Context: an optimization exercise on an open-source flow, tuned for small area. The choices shown serve that exercise and are no tape-out recipe. The RTL was checked by simulation tests, not by an equivalence proof against the original design. The flow treats the clock pin as an ideal source, which a real chip does not have. Power and IR drop assume default switching activity.

==> flow/design.v (excerpt) <==
module snake_game_top (
    input  logic       Clk_Snake,
    input  logic       reset,
    input  logic [9:0] sx,
    input  logic [9:0] sy,
    input  logic [2:0] dir,
    output logic       head_draw,
    output logic       snake_draw,
    output logic       collide,
    output logic       food_draw,
    output logic [7:0] food_count
);
Size in the first run: ~710 cells after synthesis, ~170 flip-flops, roughly 8800 sq um of cells after synthesis.
==> flow/config.mk <==
export PLATFORM = sky130hd
export DESIGN_NAME = snake_game_top
export DESIGN_NICKNAME = snake_game_top
export VERILOG_FILES = /design/flow/design.v
export SDC_FILE = /design/flow/constraint.sdc
export NUM_CORES = 4
export LEC_CHECK = 0
export CAP_MARGIN = 0
export CORE_MARGIN = 2
export CORE_UTILIZATION = 40
export SLEW_MARGIN = 0
==> flow/constraint.sdc <==
create_clock -name core_clock -period 7.0 [get_ports {Clk_Snake}]
set_input_delay 1.4000 -clock core_clock [delete_from_list [all_inputs] [get_ports {Clk_Snake}]]
set_output_delay 1.4000 -clock core_clock [all_outputs]
set_load 0.01 [all_outputs]
standard.sh (not shown) runs the stock make flow with config.mk's settings and CLKGATE_MAP_FILE= SYNTH_SCRIPT=/design/flow/synth_recipe.tcl, a recipe that flattens the netlist after the stock synthesis.
==> flow/flow/run.sh <==
#!/bin/bash
# Layout with the standard flow, changed in a few places:
#  - port buffers are sky130_fd_sc_hd__buf_1 (the default picks a larger cell),
#  - clock tree synthesis arguments are set here (no dummy loads),
#  - synthesis leaves adders to abc (no extract_fa / adder techmap), and its
#    abc mapping runs the area script flow/abc_area.abc (see flow/synth_area.tcl).
# The make run writes its full output to make_finish.log in the work folder.
set -euo pipefail
bash standard.sh \
    "BUFFER_PORTS_ARGS=-buffer_cell sky130_fd_sc_hd__buf_1" \
    "CTS_ARGS=-sink_clustering_enable -repair_clock_nets -dont_use_dummy_load -buf_list sky130_fd_sc_hd__clkbuf_8" \
    "ADDER_MAP_FILE=" \
    "SYNTH_SCRIPT=$PWD/flow/synth_area.tcl" \
    finish > make_finish.log 2>&1
==> flow/flow/abc_area.abc <==
&get -n
&st
&dch -f
&nf -a -R 1000
&put
==> flow/flow/synth_area.tcl <==
# The standard flow's synthesis script (synth_recipe.tcl), with one change: the abc
# technology mapping runs the area-oriented script abc_area.abc, which sits
# beside this file, instead of ORFS's abc_speed.script.
proc synth {args} { yosys synth -nofsm -noshare {*}$args }
proc abc {args} {
    set i [lsearch -exact $args -script]
    if { $i >= 0 } {
        lset args [expr { $i + 1 }] [file join [file dirname $::env(SYNTH_SCRIPT)] abc_area.abc]
    }
    yosys abc {*}$args
}
source $::env(SCRIPTS_DIR)/synth.tcl
# left out here: clear keep_hierarchy, flatten, clean up, hide names made inside functions, write 1_2_yosys.v
The first run finished clean.
Then changed:
==> flow/flow/abc_area.abc (replaced) <==
&get -n
&st
&syn2
&dch -f
&nf -R 1000
&st
&syn2
&dch -f
&nf -a -R 1000
&put
- final area barely changes
- sequential share of layout area hardly moves
- die area barely changes
- synthesized cell count goes up by 3.8%
- global-route usage goes up by 4.3 points
Then changed:
Settings changed: CORE_UTILIZATION 40 to 65.
After rerunning:
- global-route usage climbs by 14 points
- wire length is about the same
- sequential cell count is unchanged
- worst setup slack is better by 0.071 ns
- register-to-register slack is worse by 0.27 ns
- core utilization climbs by 28 points
Then changed:
==> flow/flow/abc_area.abc (replaced) <==
strash
dc2
dch -f
map -a
strash
dc2
dch -f
map -a
&get -n
&st
&dch -f
&nf -a -R 1000
&put
Settings changed: CORE_UTILIZATION 65 to 40.
The changed run produced a clean layout.
Synthesized cell count climbs by 1.6%.
Power drops by 2.3%.
Die area climbs by 59%.
Register-to-register slack improved by 0.06 ns.
Area after synthesis drops by 0.66%.
Final area climbs by 0.95%.
Final cell count climbs by 12%.
Clock-buffer cell count does not change.
Utilization drops by 27 points.
Setup slack got worse by 0.34 ns.
Fmax drops by 6.2%.

========
## 07-07
The RTL this note starts from:
==> flow/design.v <==
package snake_pkg;
    typedef logic [4:0] cx_t;
    typedef logic [3:0] cy_t;
    localparam cx_t LAST_X = 5'd19;
    localparam cy_t LAST_Y = 4'd14;
    localparam cx_t HEAD_X  = 5'd9;    
    localparam cy_t HEAD_Y  = 4'd7;
    localparam cx_t BODY0_X = 5'd8;    
    localparam cy_t BODY0_Y = 4'd7;
    localparam cx_t BODY1_X = 5'd7;    
    localparam cy_t BODY1_Y = 4'd7;
    localparam cx_t FOOD_X  = 5'd13;   
    localparam cy_t FOOD_Y  = 4'd5;
    localparam cx_t CNT_X   = 5'd0;    
    localparam cy_t CNT_Y   = 4'd14;
    localparam int NSEG = 14;          
endpackage
`timescale 1ns/1ps
module snake_head_step (
    input  logic              Clk_Snake,
    input  logic              reset,
    input  logic [2:0]        dir,
    output snake_pkg::cx_t    hx,
    output snake_pkg::cy_t    hy
);
    always_ff @(posedge Clk_Snake or posedge reset) begin
        if (reset) begin
            hx <= snake_pkg::HEAD_X;
            hy <= snake_pkg::HEAD_Y;
        end else begin
            case (dir)
                3'd1: hy <= (hy == 4'd0) ? snake_pkg::LAST_Y : hy - 4'd1;
                3'd2: hy <= (hy == snake_pkg::LAST_Y) ? 4'd0 : hy + 4'd1;
                3'd3: hx <= (hx == 5'd0) ? snake_pkg::LAST_X : hx - 5'd1;
                3'd4: hx <= (hx == snake_pkg::LAST_X) ? 5'd0 : hx + 5'd1;
                default: ;
            endcase
        end
    end
endmodule
`timescale 1ns/1ps
module snake_body_shift (
    input  logic                              Clk_Snake,
    input  logic                              reset,
    input  logic [2:0]                        dir,
    input  snake_pkg::cx_t                    hx,
    input  snake_pkg::cy_t                    hy,
    output logic [snake_pkg::NSEG-1:0][4:0] bx,
    output logic [snake_pkg::NSEG-1:0][3:0] by,
    output logic                              same0
);
    logic shift;
    assign shift = (dir != 3'd0) && (dir != 3'd5);
    always_ff @(posedge Clk_Snake or posedge reset) begin
        if (reset) begin
            bx[0] <= snake_pkg::BODY0_X;
            by[0] <= snake_pkg::BODY0_Y;
            bx[1] <= snake_pkg::BODY1_X;
            by[1] <= snake_pkg::BODY1_Y;
            same0 <= 1'b0;
        end else if (shift) begin
            same0 <= dir[2] && dir[1];    
            bx[0] <= hx;
            by[0] <= hy;
            bx[1] <= bx[0];
            by[1] <= by[0];
        end
    end
    always_ff @(posedge Clk_Snake) begin
        if (shift) begin
            bx[snake_pkg::NSEG-1:2] <= bx[snake_pkg::NSEG-2:1];
            by[snake_pkg::NSEG-1:2] <= by[snake_pkg::NSEG-2:1];
        end
    end
endmodule
`timescale 1ns/1ps
module snake_food_keeper (
    input  logic              Clk_Snake,
    input  logic              reset,
    input  snake_pkg::cx_t    hx,
    input  snake_pkg::cy_t    hy,
    output snake_pkg::cx_t    fx,
    output snake_pkg::cy_t    fy,
    output logic [7:0]        food_count,
    output logic              len_full
);
    snake_pkg::cx_t cx;    
    snake_pkg::cy_t cy;
    logic           eat;
    assign eat = (hx == fx) && (hy == fy);
    always_ff @(posedge Clk_Snake or posedge reset) begin
        if (reset) begin
            cx <= snake_pkg::CNT_X;
            cy <= snake_pkg::CNT_Y;
        end else begin
            cx <= (cx == snake_pkg::LAST_X) ? 5'd0 : cx + 5'd1;
            cy <= (cy == 4'd0) ? snake_pkg::LAST_Y : cy - 4'd1;
        end
    end
    always_ff @(posedge Clk_Snake or posedge reset) begin
        if (reset) begin
            fx         <= snake_pkg::FOOD_X;
            fy         <= snake_pkg::FOOD_Y;
        end else if (eat) begin
            fx         <= cx;
            fy         <= cy;
        end
    end
    always_ff @(posedge Clk_Snake or posedge reset) begin
        if (reset) begin
            food_count <= 8'd0;
            len_full   <= 1'b0;
        end else begin
            food_count <= food_count + {7'd0, eat};
            len_full   <= len_full || (eat && food_count == 8'd11);
        end
    end
endmodule
`timescale 1ns/1ps
module snake_pixel_hit (
    input  logic [9:0]                        sx,
    input  logic [9:0]                        sy,
    input  snake_pkg::cx_t                    hx,
    input  snake_pkg::cy_t                    hy,
    input  logic [snake_pkg::NSEG-1:0][4:0] bx,
    input  logic [snake_pkg::NSEG-1:0][3:0] by,
    input  logic                              same0,
    input  snake_pkg::cx_t                    fx,
    input  snake_pkg::cy_t                    fy,
    input  logic [3:0]                        eaten,       
    input  logic                              len_full,
    output logic                              head_draw,
    output logic                              snake_draw,
    output logic                              collide,
    output logic                              food_draw
);
    logic            in_cell;
    snake_pkg::cx_t  px;
    snake_pkg::cy_t  py;
    logic [snake_pkg::NSEG-1:0] live;    
    logic [snake_pkg::NSEG-1:0] hit;
    logic [snake_pkg::NSEG-1:0] bite;
    assign px     = sx[9:5];
    assign py     = sy[8:5];
    assign in_cell = (sx[4:0] != 5'd0) && (sy[4:0] != 5'd0) && !sy[9];
    function automatic logic seg_on_head(input int i,
                                         input logic [4:0] x, input logic [3:0] y,
                                         input logic [4:0] h_x, input logic [3:0] h_y);
        if (i == 0)
            seg_on_head = same0;
        else if (i == 1)
            seg_on_head = (x[1:0] == h_x[1:0]) && (y[1:0] == h_y[1:0]);
        else if (i == 2)
            seg_on_head = (x[1:0] == h_x[1:0]) && (y[2:0] == h_y[2:0]);
        else if (i <= 5)
            seg_on_head = (x == h_x) && (y[2:0] == h_y[2:0]);
        else
            seg_on_head = (x == h_x) && (y == h_y);
    endfunction
    always_comb begin
        for (int i = 0; i < snake_pkg::NSEG; i++) begin
            live[i] = (i < 2) || len_full || (i - 1 <= int'(eaten));
            hit[i]  = live[i] && (bx[i] == px) && (by[i] == py);
            bite[i] = live[i] && seg_on_head(i, bx[i], by[i], hx, hy);
        end
    end
    assign head_draw  = in_cell && (hx == px) && (hy == py);
    assign food_draw  = in_cell && (fx == px) && (fy == py);
    assign snake_draw = in_cell && (|hit);
    assign collide    = (len_full || eaten >= 4'd2) && (|bite);    
endmodule
`timescale 1ns/1ps
module snake_game_top (
    input  logic       Clk_Snake,
    input  logic       reset,
    input  logic [9:0] sx,
    input  logic [9:0] sy,
    input  logic [2:0] dir,
    output logic       head_draw,
    output logic       snake_draw,
    output logic       collide,
    output logic       food_draw,
    output logic [7:0] food_count
);
    snake_pkg::cx_t                       hx, fx;
    snake_pkg::cy_t                       hy, fy;
    logic [snake_pkg::NSEG-1:0][4:0] bx;
    logic [snake_pkg::NSEG-1:0][3:0] by;
    logic                                 len_full;
    logic                                 same0;
    snake_head_step u_head_step (
        .Clk_Snake (Clk_Snake),
        .reset     (reset),
        .dir       (dir),
        .hx        (hx),
        .hy        (hy)
    );
    snake_food_keeper u_food_keeper (
        .Clk_Snake  (Clk_Snake),
        .reset      (reset),
        .hx         (hx),
        .hy         (hy),
        .fx         (fx),
        .fy         (fy),
        .food_count (food_count),
        .len_full   (len_full)
    );
    snake_body_shift u_body_shift (
        .Clk_Snake (Clk_Snake),
        .reset     (reset),
        .dir       (dir),
        .hx        (hx),
        .hy        (hy),
        .bx        (bx),
        .by        (by),
        .same0     (same0)
    );
    snake_pixel_hit u_pixel_hit (
        .sx         (sx),
        .sy         (sy),
        .hx         (hx),
        .hy         (hy),
        .bx         (bx),
        .by         (by),
        .same0      (same0),
        .fx         (fx),
        .fy         (fy),
        .eaten      (food_count[3:0]),
        .len_full   (len_full),
        .head_draw  (head_draw),
        .snake_draw (snake_draw),
        .collide    (collide),
        .food_draw  (food_draw)
    );
endmodule
clock: 7.0 ns
lec_check: 0
cap_margin: 20
core_margin: 2
core_utilization: 40
slew_margin: 20
==> flow/flow/run.sh <==
#!/bin/bash
# Layout with the standard flow, changed in a few places:
#  - port buffers are sky130_fd_sc_hd__buf_2 (the default picks a larger cell),
#  - clock tree synthesis arguments are set here (no dummy loads),
#  - synthesis leaves adders to abc (no extract_fa / adder techmap), and its
#    abc mapping runs the area script flow/abc_area.abc (see flow/synth_area.tcl).
# The make run writes its full output to make_finish.log in the work folder.
set -euo pipefail
bash standard.sh \
    "BUFFER_PORTS_ARGS=-buffer_cell sky130_fd_sc_hd__buf_2" \
    "CTS_ARGS=-sink_clustering_enable -repair_clock_nets -dont_use_dummy_load -buf_list sky130_fd_sc_hd__clkbuf_8" \
    "ADDER_MAP_FILE=" \
    "SYNTH_SCRIPT=$PWD/flow/synth_area.tcl" \
    finish > make_finish.log 2>&1
==> flow/flow/abc_area.abc <==
strash
dc2
dch -f
map -a
strash
dc2
dch -f
map -a
&get -n
&st
&dch -f
&nf -a -R 1000
&put
Scripts as last shown in full above: flow/flow/synth_area.tcl
07-07: no failed stages, no open violations at the end
Edits applied to the flow inputs when going from 07-07 to 02-16:
- CAP_MARGIN now 0, was 20
- SLEW_MARGIN now 0, was 20
--- a/flow/flow/run.sh
+++ b/flow/flow/run.sh
@@ -4 +4,2 @@
-#  - clock tree synthesis arguments are set here (no dummy loads),
+#  - clock tree synthesis arguments are set here (no dummy loads), and after
+#    it flow/post_cts.tcl makes clock buffers smaller where the slew allows,
@@ -13,0 +15 @@
+    "POST_CTS_TCL=$PWD/flow/post_cts.tcl" \
==> flow/flow/post_cts.tcl (new file) <==
proc my_max_clk_pin_slew {} {
    set mx 0
    foreach pin [get_pins -hierarchical */CLK] {
        set s [get_property $pin slew_max]
        if { $s > $mx } { set mx $s }
    }
    return $mx
}
estimate_parasitics -placement
puts "post_cts: largest clock pin slew before [my_max_clk_pin_slew]"
set my_downsized 0
foreach inst [[ord::get_db_block] getInsts] {
    if { [[$inst getMaster] getName] ne "sky130_fd_sc_hd__clkbuf_8" } { continue }
    set name [$inst getName]
    replace_cell $name sky130_fd_sc_hd__clkbuf_4
    estimate_parasitics -placement
    if { [my_max_clk_pin_slew] > 0.110 } {
        replace_cell $name sky130_fd_sc_hd__clkbuf_8
        estimate_parasitics -placement
    } else {
        incr my_downsized
    }
}
detailed_placement
check_placement -verbose
estimate_parasitics -placement
puts "post_cts: $my_downsized clock buffers now clkbuf_4; largest clock pin slew [my_max_clk_pin_slew]"
Notes after the runs:
- The clock share of power reported for 02-16 is smaller than that of 07-07 by 1.8 points.
- From 07-07 to 02-16, worst slack at placement did not move at all.
- The combinational power of 02-16 and that of 07-07 are within noise of each other.
- [compare] base=07-07 new=02-16: clock latency at the later pin of the worst-skew pair comparable, number of global-route vias before repair comparable, total power now smaller, utilization now smaller.

-- separate check: timing with driven ports --
How much do the figures lean on ideal ports? The routed layouts below were timed once more, with nothing changed but the port constraints.
Step 1 (the two cells are an assumption about what drives the block):
set clk [get_ports {Clk_Snake}]
set_driving_cell -lib_cell sky130_fd_sc_hd__clkbuf_16 $clk
set_driving_cell -lib_cell sky130_fd_sc_hd__buf_2 [delete_from_list [all_inputs] $clk]
Step 2 also shifts input and output timing later by t, the mid clock arrival at the registers, as if the neighbouring blocks saw the same clock.
Slacks: ideal ports / drivers / drivers and shift; pairs: ideal ports / drivers.
run | t (ns) | slack for setup (ns) | worst data-port slew with drivers (ns) | cell pins on the clock port's net
the first run of note 1 | 0.471 | 1.864 / 1.834 / 1.834 | 0.04 | 1
the second run of note 1 | 0.491 | 1.749 / 1.712 / 1.712 | 0.06 | 1
the third run of note 1 | 0.490 | 1.820 / 1.792 / 1.792 | 0.04 | 1
the fourth run of note 1 | 0.495 | 1.479 / 1.437 / 1.576 | 0.04 | 1
07-07 | 0.506 | 1.704 / 1.662 / 1.705 | 0.03 | 1
02-16 | 0.491 | 1.715 / 1.673 / 1.716 | 0.03 | 1
After both steps every run listed still meets setup and hold. For the second run of note 1, which loses most, drivers alone change the setup slack by -0.037 ns; drivers and shift together by -0.037 ns.
